This is an optimization exercise on Yosys and OpenROAD, whose aim is small area, a short achievable clock period and few clock cycles per item, not a production implementation. Function was checked by simulation only, so behaviour that the tests miss may differ from the original. Power and IR drop assume default switching activity.

==> flow/design.v <==
module rv_multicycle_core #(
  parameter int unsigned     XLEN     = 32,
  parameter int unsigned     NREGS    = 32,
  parameter logic [XLEN-1:0] PC_RESET = '0
) (
  input  logic            clk,
  input  logic            reset,
  output logic            imem_req,
  output logic [XLEN-1:0] imem_addr,
  input  logic            imem_rvalid,
  input  logic [31:0]     imem_rdata,
  input  logic [4:0]      dbg_addr,
  output logic [XLEN-1:0] dbg_data,
  output logic            retire,
  output logic            zero_f,
  output logic            halt
);
  localparam logic [6:0] OPC_R = 7'b0110011;
  localparam logic [6:0] OPC_I = 7'b0010011;
  logic        req_q;
  logic [29:0] pc_q;
  logic        acc;
  assign imem_req  = req_q;
  assign imem_addr = {pc_q, 2'b00};
  assign acc       = req_q & imem_rvalid;
  logic [31:0] w;
  logic [4:0]  w_rs1, w_rs2;
  logic [2:0]  w_f3;
  logic        w_is_r, w_legal;
  assign w      = imem_rdata;
  assign w_rs1  = w[19:15];
  assign w_rs2  = w[24:20];
  assign w_f3   = w[14:12];
  assign w_is_r = w[5];
  always_comb begin
    w_legal = 1'b0;
    if (w[6:0] == OPC_R)
      w_legal = (w[31:25] == 7'b0000000) ||
                (w[31:25] == 7'b0100000 && (w_f3 == 3'b000 || w_f3 == 3'b101));
    else if (w[6:0] == OPC_I) begin
      if (w_f3 == 3'b001)      w_legal = (w[31:25] == 7'b0000000);
      else if (w_f3 == 3'b101) w_legal = (w[31:25] == 7'b0000000) || (w[31:25] == 7'b0100000);
      else                     w_legal = 1'b1;
    end
  end
  logic [31:0] regs [1:31];
  logic [31:0] rs1_val, rs2_val;
  logic [31:1] sel1, sel2, seld;
  always_comb begin
    rs1_val  = '0;
    rs2_val  = '0;
    dbg_data = '0;
    for (int i = 1; i < 32; i++) begin
      sel1[i]  = (w_rs1 == 5'(i));
      sel2[i]  = (w_rs2 == 5'(i));
      seld[i]  = (dbg_addr == 5'(i));
      rs1_val  = rs1_val  | (regs[i] & {32{sel1[i]}});
      rs2_val  = rs2_val  | (regs[i] & {32{sel2[i]}});
      dbg_data = dbg_data | (regs[i] & {32{seld[i]}});
    end
  end
  logic        ex_v;
  logic [31:0] op_a, op_b;
  logic [4:0]  ex_rd;
  logic        ex_sub, ex_sra, ex_left;
  logic        s_add, s_sll, s_slt, s_sltu, s_xor, s_sr, s_or, s_and;
  logic [31:0] alu;
  logic        fwd1, fwd2;
  assign fwd1 = ex_v && (ex_rd == w_rs1) && (w_rs1 != 5'd0);
  assign fwd2 = ex_v && (ex_rd == w_rs2) && (w_rs2 != 5'd0);
  logic [33:0] sum;
  logic        lt_s, lt_u;
  assign sum  = {1'b0, op_a, 1'b1} + {1'b0, op_b ^ {32{ex_sub}}, ex_sub};
  assign lt_u = ~sum[33];
  assign lt_s = (op_a[31] != op_b[31]) ? op_a[31] : sum[32];
  logic [31:0] sh_in, sh_out, sh_rev;
  always_comb
    for (int i = 0; i < 32; i++) sh_in[i] = ex_left ? op_a[31-i] : op_a[i];
  assign sh_out = 32'($signed({ex_sra & op_a[31], sh_in}) >>> op_b[4:0]);
  always_comb
    for (int i = 0; i < 32; i++) sh_rev[i] = sh_out[31-i];
  logic g_add, g_sll, g_slt, g_sltu, g_xor, g_sr, g_or, g_and;
  assign g_add  = s_add  & reset;
  assign g_sll  = s_sll  & reset;
  assign g_slt  = s_slt  & reset;
  assign g_sltu = s_sltu & reset;
  assign g_xor  = s_xor  & reset;
  assign g_sr   = s_sr   & reset;
  assign g_or   = s_or   & reset;
  assign g_and  = s_and  & reset;
  assign alu = ({32{g_add}} & sum[32:1])
             | ({32{g_sll}} & sh_rev)
             | ({32{g_sr }} & sh_out)
             | ({32{g_xor}} & (op_a ^ op_b))
             | ({32{g_or }} & (op_a | op_b))
             | ({32{g_and}} & (op_a & op_b))
             | {31'd0, (g_slt & lt_s) | (g_sltu & lt_u)};
  always_ff @(posedge clk) begin
    op_a    <= fwd1 ? alu : rs1_val;
    op_b    <= w_is_r ? (fwd2 ? alu : rs2_val) : {{20{w[31]}}, w[31:20]};
    ex_rd   <= w[11:7];
    ex_sub  <= (w[30] & w_is_r) | (w_f3[2:1] == 2'b01);
    ex_sra  <= w[30];
    ex_left <= ~w_f3[2];
    s_add   <= (w_f3 == 3'b000);
    s_sll   <= (w_f3 == 3'b001);
    s_slt   <= (w_f3 == 3'b010);
    s_sltu  <= (w_f3 == 3'b011);
    s_xor   <= (w_f3 == 3'b100);
    s_sr    <= (w_f3 == 3'b101);
    s_or    <= (w_f3 == 3'b110);
    s_and   <= (w_f3 == 3'b111);
    zero_f  <= (alu == 32'd0);
  end
  logic [31:1] wen;
  always_comb
    for (int i = 1; i < 32; i++) wen[i] = (ex_v && ex_rd == 5'(i)) || !reset;
  always_ff @(posedge clk)
    for (int i = 1; i < 32; i++) if (wen[i]) regs[i] <= alu;
  always_ff @(posedge clk or negedge reset) begin
    if (!reset) begin
      req_q  <= 1'b0;
      pc_q   <= '0;
      ex_v   <= 1'b0;
      retire <= 1'b0;
      halt   <= 1'b0;
    end else begin
      retire <= ex_v;
      ex_v   <= acc & w_legal;
      if (acc) pc_q <= pc_q + 30'd1;
      if (acc & ~w_legal) halt <= 1'b1;
      req_q  <= ~(halt | (acc & ~w_legal));
    end
  end
endmodule
==> flow/flow/run.sh <==
#!/bin/bash
# The standard layout (standard.sh) with one change: clock tree synthesis runs without
# dummy loads. Everything else, synthesis included, is the standard flow with config.mk's knobs.
set -euo pipefail
cat >> config.mk <<'EOT'
export CTS_ARGS = -sink_clustering_enable -repair_clock_nets -sink_clustering_size 30 -sink_clustering_max_diameter 60 -dont_use_dummy_load
EOT
bash standard.sh > standard.log 2>&1
==> flow/standard.sh <==
#!/bin/bash
# synth_recipe.tcl (not shown) runs the flow's synth.tcl, then flattens the netlist and writes it again
# the make line also repeats each setting of config.mk as NAME=value (left out here)
make -C /OpenROAD-flow-scripts/flow DESIGN_CONFIG=/design/flow/config.mk WORK_HOME=/design/flow/orfs CLKGATE_MAP_FILE= SYNTH_SCRIPT=/design/flow/synth_recipe.tcl "${@:-finish}"
==> flow/config.mk <==
export PLATFORM = sky130hd
export DESIGN_NAME = rv_multicycle_core
export DESIGN_NICKNAME = rv_multicycle_core
export VERILOG_FILES = /design/flow/design.v
export SDC_FILE = /design/flow/constraint.sdc
export NUM_CORES = 4
export LEC_CHECK = 0
export CAP_MARGIN = 20
export CELL_PAD_IN_SITES_DETAIL_PLACEMENT = 2
export CELL_PAD_IN_SITES_GLOBAL_PLACEMENT = 2
export CORE_MARGIN = 2
export CORE_UTILIZATION = 30
export SETUP_SLACK_MARGIN = 2.5
export SLEW_MARGIN = 20
export TNS_END_PERCENT = 30
export CTS_ARGS = -sink_clustering_enable -repair_clock_nets -sink_clustering_size 30 -sink_clustering_max_diameter 60 -dont_use_dummy_load
==> flow/constraint.sdc <==
create_clock -name core_clock -period 7.0 [get_ports {clk}]
set_input_delay 1.4000 -clock core_clock [delete_from_list [all_inputs] [get_ports {clk}]]
set_output_delay 1.4000 -clock core_clock [all_outputs]
set_load 0.01 [all_outputs]
==> results of run 1 <==
## worst paths after layout
kind                                   endpoint  slack [ns]
max                                 dbg_data[5]        1.96
min                        pc_q[29]$_DFFE_PN0P_        0.48
max reg2reg                      zero_f$_DFF_P_        2.39
min reg2reg                pc_q[29]$_DFFE_PN0P_        0.48
max in group asynchronous  pc_q[29]$_DFFE_PN0P_        5.60
min in group asynchronous  pc_q[23]$_DFFE_PN0P_        1.03
## synthesized netlist by cell type (all sizes together), types with 15 or more instances
library cell,n
mux4,40
a22o,336
inv,98
or3,18
xor2,59
dfxtp,81
ha,97
nand4,187
buf,43
nand2,140
a222oi,98
o21ai,108
and3,21
mux2i,34
mux2,28
nor3,76
edfxtp,992
or4,54
o211ai,39
a22oi,705
o221ai,15
a21oi,112
nand3,194
dfrtp,34
xnor2,27
clkbuf,349
nand2b,27
nor2,208
a211oi,16
a221oi,347
## logic make-up after synthesis
group                    count (synthesis)  synth area share (%)
AO/OA/AOI/OAI                         1876                 25.62
flip-flops                            1107                 56.05
AND/OR/NAND/NOR                        993                 8.939
buffers and inverters                  490                 3.261
multiplexers                           102                 2.704
adder cells (fa/ha/maj)                 97                 2.109
XOR/XNOR                                86                 1.309
other                                    1              0.006515
## per-stage QoR
stage | worst slack [ns] | std cells | instance area (µm²)
6_report | 1.961 | 7717 | 71860
3_3_place_gp | 0.4098 | 7292 | 64250
2_1_floorplan | 2.524 | 4753 | 57600
3_5_place_dp | 0.5060 | 7296 | 64360
5_1_grt | 1.977 | 7665 | 71730
4_1_cts | 2.109 | 7612 | 70970
## state kept, by name, summed over array words and instances (netlist names), 5 cells and up
name	flops
ex_rd	5
op_b	32
op_a	32
regs	992
pc_q	30
## critical path: cells and delay by family
kind,cells,cell delay [ns]
AOI/OAI and AO/OA,2,0.53
buffers and inverters,5,0.85
and+or+nand+nor,4,0.83
## layer usage
metal / GRT usage (%) / wire (µm) / up-vias
met5: 0.3907 / 345 / -
met4: 34.12 / 45710 / 33
met3: 19.83 / 68130 / 2482
met2: 61.70 / 178500 / 6951
met1: 51.38 / 152300 / 31140
li1: - / - / 21020
## what timing repair did
action,CTS,global route
setup buffers,185,41
gates cloned,22,2
gates resized for setup,508,49
pin swaps,149,61
setup endpoints to repair,334,88
## placed cells by master (no fill, tap or decap), types with 95 or more instances in the layout
| cell | instances |
|---|---|
| buf_12 | 99 |
| nor2_4 | 95 |
| a221oi_1 | 296 |
| edfxtp_1 | 992 |
| nand3_1 | 190 |
| nand4_1 | 187 |
| buf_4 | 380 |
| a22o_1 | 335 |
| a22oi_1 | 670 |
| nand2_1 | 134 |
| a222oi_1 | 98 |
| nor2_1 | 111 |
| clkbuf_16 | 112 |
| a21oi_1 | 105 |
## power by group
group / switching [µW] / internal [µW]
Clock: 2570 / 2700
Combinational: 3140 / 1360
Sequential: 1290 / 8440
## cell type report
class / count / area, µm² / share of cell area (%)
Antenna cell: 57 / 142.6 / 0.1985
Clock buffer: 109 / 2728 / 3.796
Inverter: 98 / 379.1 / 0.5276
Multi-Input combinational cell: 3159 / 25690 / 35.76
Sequential cell: 1107 / 32280 / 44.91
Tap cell: 2511 / 3142 / 4.372
Timing Repair Buffer: 676 / 7500 / 10.44
==> impl_metrics.yaml, run 1 <==
run_status:
  outcome: "no timing/DRC/antenna violations"
power_and_ir_drop:
  peakVddDrop_uv: 246.1
  leakagePower_uw: 0.02504
  power_uw: 19500
  powerDensity_nw_per_um2: 271.4
global_routing:
  grt_pass1_wl_mm: 577.2
  grt_max_degree: 53
  grt_pass1_vias: 58410
  overflow: 0
  antenna_found_initial: 47
  grt_usage_pct: 43.74
setup_path:
  reg2reg_depth: 14
  r2r-start: "ex_sub$_DFF_P_"
  crit_slowest_cell: "or3_4"
  worst_ep_arrival_time_ns: 3.64
  crit_path_end_kind: "output port"
  cp-start-kind: "primary input"
  crit_path_frequent_cell: "buf_12"
  critPathMaxStageDelay_ns: 0.40
  path_max_fanout: 8
  crit_path_cell_trace: "buf_12, nand3b_1, buf_12, nor2_4, buf_12, buf_4, a22o_1, a221oi_2, nand4_1, or3_4, clkdlybuf4s15_2"
  crit_start: "dbg_addr[4]"
  cp.required_ns: 5.60
  criticalPathCategory: "in2out"
detailed_routing:
  routed_wl_mm: 445.0
  ant_nets: 0
  wl_per_cell_um: 57.67
  num_vias: 61620
  dr.pass1.iters: 10
  drc: 0
  avgViaCountPerCell: 7.985
  drt-initial-drc-count: 13730
floorplanning:
  die_w_um: 442.0
  ios: 108
  rows: 160
  die_area_um2: 195400
  start_util_pct: 30.23
  die_h_um: 442.0
  fp.coreArea_um2: 190400
clocking:
  cts_buffer_depth: 3
  postCtsHoldBufs: 0
  cts_buffers: 109
  cts_tree: "yes"
  clock-sinks: 1107
  cts.clk_slew.worst_paths_ns: 0.04
  insertion_delay_ns: 0.87
  htreeDepth: 3
  root_buffer: "clkbuf_16"
cells_and_area:
  finalCoreUtilization_pct: 37.75
  nets: 5288
  area_delta_synth_final_pct: 24.86
  fillers: 19280
  drive_gt1_share_pct: 22.24
placement:
  dpl.hpwl_mm: 264.5
  io_buffers: 105
  gp_congestion: 0.9984
logic_synthesis:
  syn_inst: 4752
  yosysSeqAreaShare_pct: 56.05
  ys_top_cells_by_area: "edfxtp_1, a22oi_1, a221oi_1"
  synth_area_leader_cell: "edfxtp_1"
  synth_top_area_share_pct: 51.76
  synth_cell_types: 83
  synth_edf_count: 992
  synth_area_per_cell_um2: 12.11
  async_flop_share_pct: 3.071
  yosys_warnings: 2
  synth_area_um2: 57560
  ys_ff_latch: 1107
  ys.flop_type: "edfxtp_1"
sta:
  period_share_pct: 71.98
  whs_ns: 0.4831
  min_period_ns: 5.039
  finalSetupViolations: 0
  fin_skew_ns: 0.1611
  tightest_slew_ns: 1.318
  maxSlewViolCount: 0
  max_freq_mhz: 198.5
  hold_viol_final: 0
  slew_headroom_pct: 12.11
  rsz0062_at_grt: "true"
  finalSetupTns_ns: 0
worst_hold_path:
  hold_depth: 1
  worstHoldStart: "pc_q[29]$_DFFE_PN0P_"
  hold_class: "reg2reg"
run:
  drv_cap: 0
Testbench counts, summed over its fixed seeds: cycles 4,589, instrs 3,200.
==> run 2: changes to the inputs <==
--- a/flow/config.mk
+++ b/flow/config.mk
@@ -14,3 +14,3 @@
 export SLEW_MARGIN = 20
-export TNS_END_PERCENT = 30
+export TNS_END_PERCENT = 10
 export CTS_ARGS = -sink_clustering_enable -repair_clock_nets -sink_clustering_size 30 -sink_clustering_max_diameter 60 -dont_use_dummy_load
==> run 2 against run 1 <==
Clock power about the same. Worst hold slack hardly changed. Sequential power about the same. Total power is essentially flat. Core utilization decreased by 0.097 points. Flip-flop and latch count unchanged. Clock skew decreased by 0.0026 ns. Global-route usage shrank 0.055 points. First-iteration DRC count rose by 2.3%. Sequential share of layout area increased by 0.12 points. Critical path type unchanged. Largest cell class unchanged. Highest routed layer unchanged.
==> impl_metrics.yaml, run 2 <==
clocking:
  clock-sinks: 1107
  cts_buffer_depth: 3
  insertion_delay_ns: 0.88
  postCtsHoldBufs: 0
  htreeDepth: 3
  cts_tree: "yes"
  root_buffer: "clkbuf_16"
  cts.clk_slew.worst_paths_ns: 0.04
  cts_buffers: 109
floorplanning:
  die_area_um2: 195400
  fp.coreArea_um2: 190400
  rows: 160
  die_h_um: 442.0
  start_util_pct: 30.23
  ios: 108
  die_w_um: 442.0
run_status:
  outcome: "no timing/DRC/antenna violations"
logic_synthesis:
  synth_edf_count: 992
  ys_ff_latch: 1107
  syn_inst: 4752
  synth_area_um2: 57560
  ys_top_cells_by_area: "edfxtp_1, a22oi_1, a221oi_1"
  synthTopCellsByCount: "edfxtp_1, a22oi_1, clkbuf_1"
  synth_area_per_cell_um2: 12.11
  synth_top_area_share_pct: 51.76
  yosysSeqAreaShare_pct: 56.05
  synth_area_leader_cell: "edfxtp_1"
  ys.flop_type: "edfxtp_1"
  yosysMostFrequentCell: "edfxtp_1"
  yosys_warnings: 2
  synth_cell_types: 83
  async_flop_share_pct: 3.071
cells_and_area:
  final_common_cell: "edfxtp_1"
  largest_register_ffs: 992
  regArea_um2: 32280
  max_flop_register: "regs"
  drive_gt1_share_pct: 21.89
  finalCoreUtilization_pct: 37.65
  instances_no_fill: 7703
  area_delta_synth_final_pct: 24.54
  multi_input_area_um2: 25630
  mostFrequentLayoutCells: "edfxtp_1, a22oi_1, buf_4"
  nets: 5282
  fillers: 19300
  top_regs: "regs x992, op_a x32, op_b x32"
sta:
  max_freq_mhz: 199.5
  min_period_ns: 5.013
  finalSetupTns_ns: 0
  rsz0062_at_grt: "true"
  fin_skew_ns: 0.1585
  tightest_slew_ns: 1.325
  finalSetupViolations: 0
  slew_headroom_pct: 11.66
  period_share_pct: 71.61
  hold_viol_final: 0
  maxSlewViolCount: 0
placement:
  io_buffers: 105
  post-place-cells: 7296
  gp_congestion: 0.9984
  dpl.hpwl_mm: 264.5
power_and_ir_drop:
  leakagePower_uw: 0.02498
  powerDensity_nw_per_um2: 272.1
  peakVddDrop_uv: 246.5
  power_uw: 19500
setup_path:
  cp-start-kind: "primary input"
  crit_slowest_cell: "nor2_4"
  critPathMaxStageDelay_ns: 0.63
  reg2reg_depth: 14
  cp.required_ns: 5.60
  r2r_end: "zero_f$_DFF_P_"
  worst_ep_arrival_time_ns: 3.61
  reg2reg_slack_ns: 2.36
  r2r-start: "ex_sub$_DFF_P_"
  crit_path_end_kind: "output port"
  path_max_fanout: 14
  criticalPathCategory: "in2out"
  crit_path_frequent_cell: "buf_12"
  crit_path_cell_trace: "buf_12, nand2b_4, buf_12, buf_8, nor2_4, buf_12, a221oi_1, nand4_1, or3_4, buf_6"
worst_hold_path:
  worstHoldStart: "pc_q[29]$_DFFE_PN0P_"
  hold_class: "reg2reg"
  hold-path-endpoint: "pc_q[29]$_DFFE_PN0P_"
  hold_depth: 1
detailed_routing:
  drt-initial-drc-count: 14040
  wl_per_cell_um: 57.70
  avgViaCountPerCell: 7.993
  routed_wl_mm: 444.4
  dr.pass1.iters: 13
  drc: 0
  num_vias: 61570
  ant_nets: 0
global_routing:
  grt_max_degree: 53
  grt_usage_pct: 43.69
  overflow: 0
  antenna_found_initial: 49
  grt_pass1_wl_mm: 576.2
  grt_pass1_vias: 58310
run:
  drv_cap: 0
==> run 2: cell counts after synthesis <==
No cell type changed its count.
==> run 2: cell families after synthesis <==
kind of cell / after synthesis / synth area share [%]
AO/OA/AOI/OAI: 1876 / 25.62
flip-flops: 1107 / 56.05
AND/OR/NAND/NOR: 993 / 8.939
buffers and inverters: 490 / 3.261
multiplexers: 102 / 2.704
adder cells (fa/ha/maj): 97 / 2.109
XOR/XNOR: 86 / 1.309
other: 1 / 0.006515
==> run 2: final cells by class <==
type | instances | share of cell area [%]
repair buffers | 669 | 10.31
flip-flops and latches | 1107 | 45.03
well taps | 2511 | 4.383
diodes | 49 | 0.1711
multi-input cells | 3160 | 35.76
clock buffers | 109 | 3.805
inverters | 98 | 0.5324
==> run 2: per-layer routing <==
metal  global-route usage (%)  vias up  wire length [µm]
li1                         -    21010                 -
met1                    51.53    31150            152300
met2                    61.43     6934            177900
met3                    19.66     2455             68070
met4                    33.96       30             45580
met5                    1.392        -               535
==> run 2: worst max-delay path by stage <==
stage	start	to	slack (ns)	cells past startpoint
floorplan	op_b[1]$_DFF_P_	op_b[0]$_DFF_P_	2.52	16
global placement	dbg_addr[0]	dbg_data[30]	0.41	8
detailed placement	dbg_addr[1]	dbg_data[22]	0.51	8
CTS	dbg_addr[3]	dbg_data[21]	2.11	10
global route	dbg_addr[0]	dbg_data[11]	2.02	12
finish	dbg_addr[1]	dbg_data[30]	1.99	10
==> run 2: metrics by stage <==
| stage | hold WS, ns | instance area [µm²] | worst slack (ns) |
|---|---|---|---|
| CTS | 0.4877 | 70910 | 2.109 |
| finish | 0.4831 | 71680 | 1.987 |
| global route | 0.4982 | 71570 | 2.020 |
| global placement | 0.4669 | 64250 | 0.4098 |
| floorplan | 0.4623 | 57600 | 2.524 |
| detailed placement | 0.4772 | 64360 | 0.5060 |
==> run 2: power by group <==
group          total (µW)  internal, µW  switching [µW]  leakage, µW
combinational        4500          1360            3140       0.0123
sequential           9720          8440            1280       0.0113
clock                5280          2700            2580      0.00134
==> run 2: worst max-delay path, delay by kind of cell <==
family / cells / cell delay (ns)
AOI/OAI and AO/OA: 1 / 0.15
buffers and inverters: 5 / 0.87
and+or+nand+nor: 4 / 1.15
==> run 2: timing repair <==
action / CTS / global route
gates resized for setup: 501 / 42
pin swaps: 147 / 32
gates cloned: 22 / 4
endpoints found under the hold margin: 0 / 0
buffers inserted: 183 / 35
endpoints found under the setup margin: 334 / 92
==> run 3: changes to the inputs <==
--- a/flow/config.mk
+++ b/flow/config.mk
@@ -12,5 +12,5 @@
 export CORE_UTILIZATION = 30
-export SETUP_SLACK_MARGIN = 2.5
+export SETUP_SLACK_MARGIN = 2.2
 export SLEW_MARGIN = 20
-export TNS_END_PERCENT = 10
+export TNS_END_PERCENT = 30
 export CTS_ARGS = -sink_clustering_enable -repair_clock_nets -sink_clustering_size 30 -sink_clustering_max_diameter 60 -dont_use_dummy_load
==> run 3 against run 2 <==
Still clean. Core utilization decreased by 0.83 points. Sequential power about the same. Total power decreased by 1.5%. Setup slack improved by 0.0098 ns. Critical path depth unchanged. Non-clock buffer count decreased by 84. Global-route usage decreased by 0.55 points. Clock skew decreased by 0.029 ns. Maximum frequency increased by 0.20%. Combinational power decreased by 4.7%. Clock power decreased by 1%. Critical endpoint is now dbg_data[11]. Largest cell class unchanged. Largest power group unchanged. Highest routed layer unchanged.
==> impl_metrics.yaml, run 3 <==
logic_synthesis:
  ys_top_cells_by_area: "edfxtp_1, a22oi_1, a221oi_1"
  ys_ff_latch: 1107
  yosys_warnings: 2
  synth_cell_types: 83
  muxShareOfSynthArea_pct: 2.704
  synth_area_um2: 57560
  synth_top_area_share_pct: 51.76
  async_flop_share_pct: 3.071
  synth_edf_count: 992
  yosysMostFrequentCell: "edfxtp_1"
  synth_area_per_cell_um2: 12.11
  yosysSeqAreaShare_pct: 56.05
  synth_area_leader_cell: "edfxtp_1"
  ys.flop_type: "edfxtp_1"
  synth-compound-area-share_pct: 25.62
  synth_adder_area_share_pct: 2.109
  synthSimpleGateAreaFrac_pct: 8.939
  synth_xor_area_share_pct: 1.309
  synthTopCellsByCount: "edfxtp_1, a22oi_1, clkbuf_1"
  syn_inst: 4752
  synth_top_family_by_area: "compound AO/OA/AOI/OAI gates"
setup_path:
  crit_start: "dbg_addr[3]"
  r2r_end: "zero_f$_DFF_P_"
  cp-endpoint: "dbg_data[11]"
  worst_ep_arrival_time_ns: 3.60
  path_max_fanout: 8
  reg2reg_slack_ns: 2.09
  r2r-start: "op_b[2]$_DFF_P_"
  cp-start-kind: "primary input"
  reg2reg_depth: 10
  cp.required_ns: 5.60
  crit_path_end_kind: "output port"
  criticalPathCategory: "in2out"
sta:
  setup_slack_ns: 1.997
  period_share_pct: 71.47
  min_period_ns: 5.003
  finalSetupViolations: 0
  tightest_slew_ns: 1.353
  slew_headroom_pct: 9.130
  rsz0062_at_grt: "true"
  max_freq_mhz: 199.9
  maxSlewViolCount: 0
  fin_skew_ns: 0.1295
  finalSetupTns_ns: 0
  hold_viol_final: 0
floorplanning:
  start_util_pct: 30.23
  die_h_um: 442.0
  ios: 108
  rows: 160
  die_area_um2: 195400
  fp.coreArea_um2: 190400
  die_w_um: 442.0
global_routing:
  overflow: 0
  grt_max_degree: 51
  grt_pass1_vias: 57840
  antenna_found_initial: 34
  grt_pass1_wl_mm: 569.5
  grt_usage_pct: 43.14
cells_and_area:
  nets: 5192
  final_common_cell: "edfxtp_1"
  largest_register_ffs: 992
  drive_gt1_share_pct: 19.37
  fillers: 19380
  top_regs: "regs x992, op_a x32, op_b x32"
  finalCoreUtilization_pct: 36.82
  mostFrequentLayoutCells: "edfxtp_1, a22oi_1, a22o_1"
  area_delta_synth_final_pct: 21.80
  max_flop_register: "regs"
placement:
  io_buffers: 105
  gp_congestion: 1.028
  dpl.hpwl_mm: 265.3
  place_ws_ns: 0.5570
worst_hold_path:
  hold_class: "reg2reg"
  hold_depth: 1
  worstHoldStart: "pc_q[29]$_DFFE_PN0P_"
clocking:
  postCtsHoldBufs: 0
  root_buffer: "clkbuf_16"
  cts_buffer_depth: 3
  clock-sinks: 1107
  insertion_delay_ns: 0.84
  htreeDepth: 3
  cts_tree: "yes"
  cts.clk_slew.worst_paths_ns: 0.07
  cts_buffers: 106
detailed_routing:
  dr.pass1.iters: 14
  drt-initial-drc-count: 13290
  routed_wl_mm: 438.7
  wl_per_cell_um: 57.68
  drc: 0
  avgViaCountPerCell: 8.047
  ant_nets: 0
  num_vias: 61200
run:
  drv_cap: 0
power_and_ir_drop:
  powerDensity_nw_per_um2: 274.1
  leakagePower_uw: 0.02428
  peakVddDrop_uv: 241.9
  power_uw: 19220
run_status:
  outcome: "no timing/DRC/antenna violations"
[run 3: changes by cell type in the layout (fill, tap and decap cells not counted), sizes merged, moves of 2 or more]
cell	delta
buf	-80
diode	-8
bufbuf	-5
clkbuf	-3
or4	-2
[run 3: stage by stage]
step	std cells	cell area, µm²	hold slack [ns]
floorplan	4753	57600	0.4623
global placement	7290	64240	0.4641
detailed placement	7298	64420	0.4647
CTS	7532	69390	0.4782
global route	7572	70020	0.5062
finish	7605	70100	0.4746
[run 3: final cells by class]
| cell class | instances | area (µm²) | area share (%) |
|---|---|---|---|
| sequential | 1107 | 32270 | 46.04 |
| timing repair buffer | 585 | 6380 | 9.100 |
| multi-input combinational | 3156 | 25170 | 35.91 |
| tap | 2511 | 3142 | 4.482 |
| clock buffer | 106 | 2653 | 3.784 |
| timing repair inverter | 1 | 5.005 | 0.007139 |
| inverter | 98 | 374.1 | 0.5336 |
| antenna | 41 | 102.6 | 0.1463 |
[run 3: critical path, cell delays in order]
cell	delay (ns)
buf_12	0.12
nand3b_1	0.24
buf_4	0.19
nor2_4	0.08
buf_12	0.16
buf_12	0.15
a222oi_1	0.32
nand3_1	0.18
or4_4	0.59
buf_6	0.15
[run 3: repair_timing]
item,CTS,global route
setup endpoints to repair,103,55
cloned,14,3
resized for setup,353,40
setup buffers,114,22
pin swaps,104,33
[run 3: power breakdown]
part           internal [µW]  switching, µW
combinational           1260           3030
clock                   2630           2580
sequential              8440           1280
total                  12300           6890
[run 3: worst min path at each step]
stage	end	slack, ns
global route	pc_q[29]$_DFFE_PN0P_	0.51
finish	pc_q[29]$_DFFE_PN0P_	0.47
global placement	pc_q[29]$_DFFE_PN0P_	0.46
floorplan	retire$_DFF_PN0_	0.46
detailed placement	pc_q[29]$_DFFE_PN0P_	0.46
CTS	pc_q[29]$_DFFE_PN0P_	0.48
[run 3: kinds of logic after synthesis]
| logic type | after synthesis |
|---|---|
| fa+ha+maj | 97 |
| other cells | 1 |
| mux | 102 |
| simple gates | 993 |
| compound gates | 1876 |
| buf+inv | 490 |
| flops | 1107 |
| xor+xnor | 86 |
[run 3: metal layers]
metal / global-route usage (%) / routed length (µm) / vias to the layer above
met2: 60.49 / 175900 / 7046
li1: - / - / 20780
met1: 50.07 / 149900 / 30860
met5: 0.8791 / 331 / -
met3: 20.14 / 66550 / 2503
met4: 34.90 / 46000 / 16
==> run 4: changes to the inputs <==
--- a/flow/config.mk
+++ b/flow/config.mk
@@ -12,3 +12,3 @@
 export CORE_UTILIZATION = 30
-export SETUP_SLACK_MARGIN = 2.2
+export SETUP_SLACK_MARGIN = 2.0
 export SLEW_MARGIN = 20
==> run 4 against run 3 <==
Still clean. Combinational power decreased by 3%. Global-route usage decreased by 1.6 points. Sequential share of layout area increased by 1.0 points. Total power decreased by 1.2%. Largest cell class unchanged. Largest power group unchanged. Highest routed layer unchanged.
==> impl_metrics.yaml, run 4 <==
floorplanning:
  start_util_pct: 30.23
  fp.coreArea_um2: 190400
  die_area_um2: 195400
  die_w_um: 442.0
  die_h_um: 442.0
  ios: 108
  rows: 160
clocking:
  cts_buffers: 106
  cts.clk_slew.worst_paths_ns: 0.06
  clock-sinks: 1107
  insertion_delay_ns: 0.82
  cts_tree: "yes"
  cts_buffer_depth: 3
  root_buffer: "clkbuf_16"
  htreeDepth: 3
global_routing:
  grt_max_degree: 48
  grt_pass1_wl_mm: 552.4
  overflow: 0
  grt_usage_pct: 41.50
  antenna_found_initial: 32
  grt_pass1_vias: 57410
sta:
  finalSetupViolations: 0
  tightest_slew_ns: 1.350
  period_share_pct: 73.10
  min_period_ns: 5.117
  finalSetupTns_ns: 0
  maxSlewViolCount: 0
  rsz0062_at_grt: "true"
  hold_viol_final: 0
  max_freq_mhz: 195.4
  whs_ns: 0.4744
  slew_headroom_pct: 9.754
  fin_skew_ns: 0.09795
  setup_slack_ns: 1.883
placement:
  place_ws_ns: 0.6132
  io_buffers: 105
  placed_area_um2: 64330
  gp_congestion: 1.011
  dpl.hpwl_mm: 256.3
logic_synthesis:
  yosysSeqAreaShare_pct: 56.05
  syn_inst: 4752
  ys.flop_type: "edfxtp_1"
  synth_top_area_share_pct: 51.76
  synth_cell_types: 83
  synth_area_um2: 57560
  synth_area_per_cell_um2: 12.11
  async_flop_share_pct: 3.071
  ys_ff_latch: 1107
  ys_top_cells_by_area: "edfxtp_1, a22oi_1, a221oi_1"
  synth_edf_count: 992
  synth_area_leader_cell: "edfxtp_1"
  synthTopCellsByCount: "edfxtp_1, a22oi_1, clkbuf_1"
  yosysMostFrequentCell: "edfxtp_1"
  yosys_warnings: 2
setup_path:
  crit_path_cell_trace: "clkdlybuf4s50_1, inv_1, nand2_1, nor2_4, buf_12, a22o_1, a221oi_1, nand4_1, nor3_1, a21oi_1, mux2_2"
  crit_slowest_cell: "nor3_1"
  worst_ep_arrival_time_ns: 5.78
  critPathMaxStageDelay_ns: 1.01
  reg2reg_depth: 11
  cp-start-kind: "primary input"
  critical_path.top_delay_family: "simple AND/OR/NAND/NOR gates"
  worst-path-buf-inv: 3
  crit_path_end_kind: "flip-flop"
  cp.required_ns: 7.66
  path_depth: 11
  criticalPathCategory: "in2reg"
  path_max_fanout: 22
cells_and_area:
  mostFrequentLayoutCells: "edfxtp_1, a22oi_1, a22o_1"
  max_flop_register: "regs"
  final_common_cell: "edfxtp_1"
  drive_gt1_share_pct: 16.64
  fillers: 19490
  nets: 5097
  area_delta_synth_final_pct: 19.20
  largest_register_ffs: 992
  top_regs: "regs x992, op_a x32, op_b x32"
  final_area_um2: 68610
detailed_routing:
  ant_nets: 0
  routed_wl_mm: 419.9
  drt-initial-drc-count: 14260
  wl_per_cell_um: 56.02
  avgViaCountPerCell: 8.015
  drc: 0
  num_vias: 60090
  dr.pass1.iters: 12
run:
  drv_cap: 0
power_and_ir_drop:
  p_int_uw: 12260
  leakagePower_uw: 0.02358
  switchingPower_uw: 6718
  clkPwrFrac_pct: 27.2
  powerDensity_nw_per_um2: 276.7
  swShare_pct: 35.39
  p_comb_share_pct: 21.9
  seqPwrFrac_pct: 51.0
  peakVddDrop_uv: 264.9
worst_hold_path:
  hold_class: "reg2reg"
  hold_depth: 1
run_status:
  outcome: "no timing/DRC/antenna violations"
## run 4: cell counts after synthesis
Identical to the previous run, type by type.
## run 4: worst paths after layout
path	from	end	slack, ns
min	pc_q[29]$_DFFE_PN0P_	pc_q[29]$_DFFE_PN0P_	0.47
min in group asynchronous	reset	pc_q[21]$_DFFE_PN0P_	0.99
max reg2reg	ex_sub$_DFF_P_	op_a[27]$_DFF_P_	2.07
max in group asynchronous	reset	pc_q[2]$_DFFE_PN0P_	5.65
max	imem_rdata[21]	op_b[5]$_DFF_P_	1.88
min reg2reg	pc_q[29]$_DFFE_PN0P_	pc_q[29]$_DFFE_PN0P_	0.47
## run 4: layout make-up
cell class	count	area, µm²	area share, %
flip-flops and latches	1107	32270	47.04
multi-input cells	3156	24920	36.32
repair buffers	491	5180	7.550
well taps	2511	3142	4.579
clock buffers	106	2653	3.866
inverters	98	367.9	0.5362
diodes	28	70.07	0.1021
## run 4: per-layer routing
metal	up-vias	part of all wire [%]	GRT usage [%]
met1	30340	34	49.36
li1	20550	-	-
met2	6735	40	58.23
met5	-	0.16	0.9035
met4	34	10	32.11
met3	2429	15	18.35
## run 4: worst reg2reg max path, stage by stage (launching register included)
cell,delay (ns)
dfxtp_4,0.60
xor2_1,0.39
ha_1,0.42
nand4_1,0.15
a21oi_1,0.52
o211ai_1,0.29
a21oi_2,0.44
a21oi_1,0.25
or4_1,0.47
nand3_1,0.44
nor2_1,0.12
a21oi_1,0.64
## run 4: cell families after synthesis
kind of cell | Yosys count | synth area share, %
mux | 102 | 2.704
buf+inv | 490 | 3.261
simple gates | 993 | 8.939
xor+xnor | 86 | 1.309
compound gates | 1876 | 25.62
flops | 1107 | 56.05
fa+ha+maj | 97 | 2.109
other cells | 1 | 0.006515
## run 4: what timing repair did
item	CTS	global route
gates resized for setup	204	27
hold buffers	0	0
setup endpoints to repair	104	183
gates cloned	2	0
pin swaps	57	7
buffers inserted	72	1
## run 4: power by group through the flow
stage | Clock, µW | Combinational (µW) | Sequential, µW
2_1_floorplan | 0 | 1950 | 9080
3_3_place_gp | 0 | 3820 | 9680
3_5_place_dp | 0 | 3880 | 9660
4_1_cts | 5150 | 3940 | 9540
5_1_grt | 5340 | 4260 | 9660
6_report | 5160 | 4150 | 9670
## run 4: metrics by stage
| step | total power, µW | util, % | cells |
|---|---|---|---|
| floorplan | 11030 | - | 4753 |
| global placement | 13500 | 33.68 | 7271 |
| detailed placement | 13540 | 33.79 | 7279 |
| CTS | 18640 | 35.84 | 7459 |
| global route | 19260 | 36.00 | 7473 |
| finish | 18980 | 36.04 | 7497 |
==> run 5: changes to the inputs <==
--- a/flow/config.mk
+++ b/flow/config.mk
@@ -12,3 +12,3 @@
 export CORE_UTILIZATION = 30
-export SETUP_SLACK_MARGIN = 2.0
+export SETUP_SLACK_MARGIN = 1.8
 export SLEW_MARGIN = 20
==> run 5 against run 4 <==
Largest power group unchanged. Sequential share of layout area grew 0.28 points. Core utilization shrank 0.22 points. Highest routed layer unchanged. Worst hold slack gained 0.026 ns. Critical endpoint is now dbg_data[17]. Clock-buffer cell count grew 1. Via count shrank 0.51%. Flip-flop and latch count is the same. Setup slack lost 0.20 ns.
==> impl_metrics.yaml, run 5 <==
clocking:
  root_buffer: "clkbuf_16"
  cts.clk_slew.worst_paths_ns: 0.04
  cts_buffer_depth: 3
  cts_buffers: 107
  htreeDepth: 3
  cts_tree: "yes"
  insertion_delay_ns: 0.84
  postCtsHoldBufs: 0
  clock-sinks: 1107
detailed_routing:
  drt-initial-drc-count: 13120
  ant_nets: 0
  num_vias: 59780
  routed_wl_mm: 424.8
  wl_per_cell_um: 56.88
  avgViaCountPerCell: 8.004
  drc: 0
  dr.pass1.iters: 10
setup_path:
  cp.required_ns: 5.60
  cp-start-kind: "primary input"
  path_max_fanout: 8
  worst_ep_arrival_time_ns: 3.92
  crit_path_end_kind: "output port"
  criticalPathCategory: "in2out"
sta:
  fin_skew_ns: 0.1556
  maxSlewViolCount: 0
  max_freq_mhz: 188.0
  period_share_pct: 75.98
  hold_viol_final: 0
  slew_headroom_pct: 9.526
  finalSetupTns_ns: 0
  rsz0062_at_grt: "true"
  setup_slack_ns: 1.681
  finalSetupViolations: 0
  tightest_slew_ns: 1.347
  min_period_ns: 5.319
cells_and_area:
  final_area_um2: 68190
  drive_gt1_share_pct: 15.48
  final_common_cell: "edfxtp_1"
  instances_no_fill: 7469
  finalCoreUtilization_pct: 35.82
  max_flop_register: "regs"
  largest_register_ffs: 992
  area_delta_synth_final_pct: 18.48
  nets: 5075
  mostFrequentLayoutCells: "edfxtp_1, a22oi_1, a221oi_1"
  top_regs: "regs x992, op_a x32, op_b x32"
placement:
  dpl.hpwl_mm: 259.1
  post-place-cells: 7276
  io_buffers: 105
  placed_area_um2: 64380
  gp_congestion: 1.014
  place_ws_ns: 0.6164
logic_synthesis:
  yosysMostFrequentCell: "edfxtp_1"
  synth_area_um2: 57560
  yosys_warnings: 2
  ys.flop_type: "edfxtp_1"
  synth_top_area_share_pct: 51.76
  synthTopCellsByCount: "edfxtp_1, a22oi_1, clkbuf_1"
  ys_ff_latch: 1107
  yosysSeqAreaShare_pct: 56.05
  async_flop_share_pct: 3.071
  synth_edf_count: 992
  synth_area_per_cell_um2: 12.11
  syn_inst: 4752
  synth_cell_types: 83
  synth_area_leader_cell: "edfxtp_1"
  ys_top_cells_by_area: "edfxtp_1, a22oi_1, a221oi_1"
power_and_ir_drop:
  leakagePower_uw: 0.02350
  p_int_uw: 12280
  seqPwrFrac_pct: 50.8
  p_comb_share_pct: 22.0
  clkPwrFrac_pct: 27.3
  swShare_pct: 35.33
  switchingPower_uw: 6710
  peakVddDrop_uv: 196.7
  powerDensity_nw_per_um2: 278.5
floorplanning:
  die_h_um: 442.0
  rows: 160
  die_w_um: 442.0
  die_area_um2: 195400
  ios: 108
  fp.coreArea_um2: 190400
  start_util_pct: 30.23
worst_hold_path:
  hold_class: "reg2reg"
run_status:
  outcome: "no timing/DRC/antenna violations"
global_routing:
  grt_pass1_wl_mm: 555.2
  grt_usage_pct: 41.93
  overflow: 0
  grt_max_degree: 50
  antenna_found_initial: 38
  grt_pass1_vias: 57390
run:
  drv_cap: 0
run 5: cell count changes in the layout (fill, tap and decap cells not counted), moves of 6 or more:
cell / previous run / this run
a221oi_1: 323 / 338
a221oi_2: 24 / 9
buf_16: 11 / 5
buf_2: 11 / 4
buf_4: 277 / 269
buf_6: 22 / 7
clkdlybuf4s15_1: 8 / 1
diode_2: 28 / 22
dlygate4sd2_1: 8 / 24
dlymetal6s2s_1: 0 / 7
or4_1: 28 / 34
or4_4: 26 / 20
run 5: kinds of logic after synthesis:
group / after synthesis / share of synthesized area, %
compound gates: 1876 / 25.62
xor+xnor: 86 / 1.309
fa+ha+maj: 97 / 2.109
buf+inv: 490 / 3.261
flops: 1107 / 56.05
mux: 102 / 2.704
other cells: 1 / 0.006515
simple gates: 993 / 8.939
run 5: stage by stage:
stage          hold slack, ns  power, µW
3_5_place_dp           0.4871      13560
6_report               0.5002      18990
3_3_place_gp           0.4763      13500
4_1_cts                0.4997      18680
5_1_grt                0.5342      19270
2_1_floorplan          0.4623      11030
run 5: what timing repair did:
item                       in CTS  in global routing
gates cloned                    1                  0
setup endpoints to repair      35                 51
pin swaps                      24                  9
buffers inserted               50                  8
gates resized for setup        95                 34
run 5: path summary, 6_finish.rpt:
path	start	to	slack, ns	cells past startpoint
max in group asynchronous	reset	pc_q[29]$_DFFE_PN0P_	5.59	2
max	dbg_addr[2]	dbg_data[17]	1.68	9
min in group asynchronous	reset	pc_q[19]$_DFFE_PN0P_	1.06	2
min	pc_q[13]$_DFFE_PN0P_	pc_q[13]$_DFFE_PN0P_	0.50	1
max reg2reg	op_b[0]$_DFF_P_	zero_f$_DFF_P_	1.87	13
min reg2reg	pc_q[13]$_DFFE_PN0P_	pc_q[13]$_DFFE_PN0P_	0.50	1
run 5: power by group through the flow:
stage / Sequential (µW) / Combinational [µW] / Clock [µW]
6_report: 9640 / 4170 / 5180
3_3_place_gp: 9660 / 3840 / 0
2_1_floorplan: 9080 / 1950 / 0
4_1_cts: 9520 / 3960 / 5190
5_1_grt: 9630 / 4260 / 5380
3_5_place_dp: 9640 / 3920 / 0
run 5: per-layer routing:
layer  vias up  GRT usage [%]  wire [µm]
met1     30280          49.74     146800
met2      6689          59.36     171100
met5         -          1.929        596
met4        28          32.37      42310
met3      2289          17.95      63960
li1      20500              -          -
run 5: final cells by class:
cell class / count / area (µm²)
diodes: 22 / 55.05
clock buffers: 107 / 2678
fillers: 19530 / 122200
inverters: 98 / 367.9
multi-input cells: 3156 / 24790
flip-flops and latches: 1107 / 32270
well taps: 2511 / 3142
repair buffers: 468 / 4886
run 5: critical path, cell delays in order:
cell and delay [ns]:
buf_2 0.21, nand3b_1 0.19, buf_12 0.15, nor2_4 0.08
buf_4 0.24, a22oi_1 0.52, nand4_1 0.16, or4_4 0.62
dlygate4sd2_1 0.31

==> re-timing with driven ports <==
No port has a modelled driver above. Below, the same layouts with a new extraction and two added sets of constraints. Step 1 (the two cells are an assumption about what drives the block):
set clk [get_ports {clk}]
set_driving_cell -lib_cell sky130_fd_sc_hd__clkbuf_16 $clk
set_driving_cell -lib_cell sky130_fd_sc_hd__buf_2 [delete_from_list [all_inputs] $clk]
Step 2, shift: input delay + t, output delay - t, t = (earliest + latest rising clock arrival at the registers) / 2. This alone moves slack from input paths to output paths. Slacks: ideal / step 1 / step 2; pairs: ideal / step 1.
run	t (ns)	setup slack, ns	worst setup path at the end
run 1	0.875	1.961 / 1.869 / 1.239	input to register
run 2	0.884	1.987 / 1.913 / 1.185	input to register
run 3	0.866	1.997 / 1.912 / 1.196	input to register
run 4	0.864	1.883 / 1.833 / 1.063	input to register
run 5	0.872	1.681 / 1.643 / 1.059	input to register
After both steps every run listed still meets setup and hold. For run 4, which loses most, drivers alone change the setup slack by -0.050 ns; drivers and shift together by -0.820 ns.
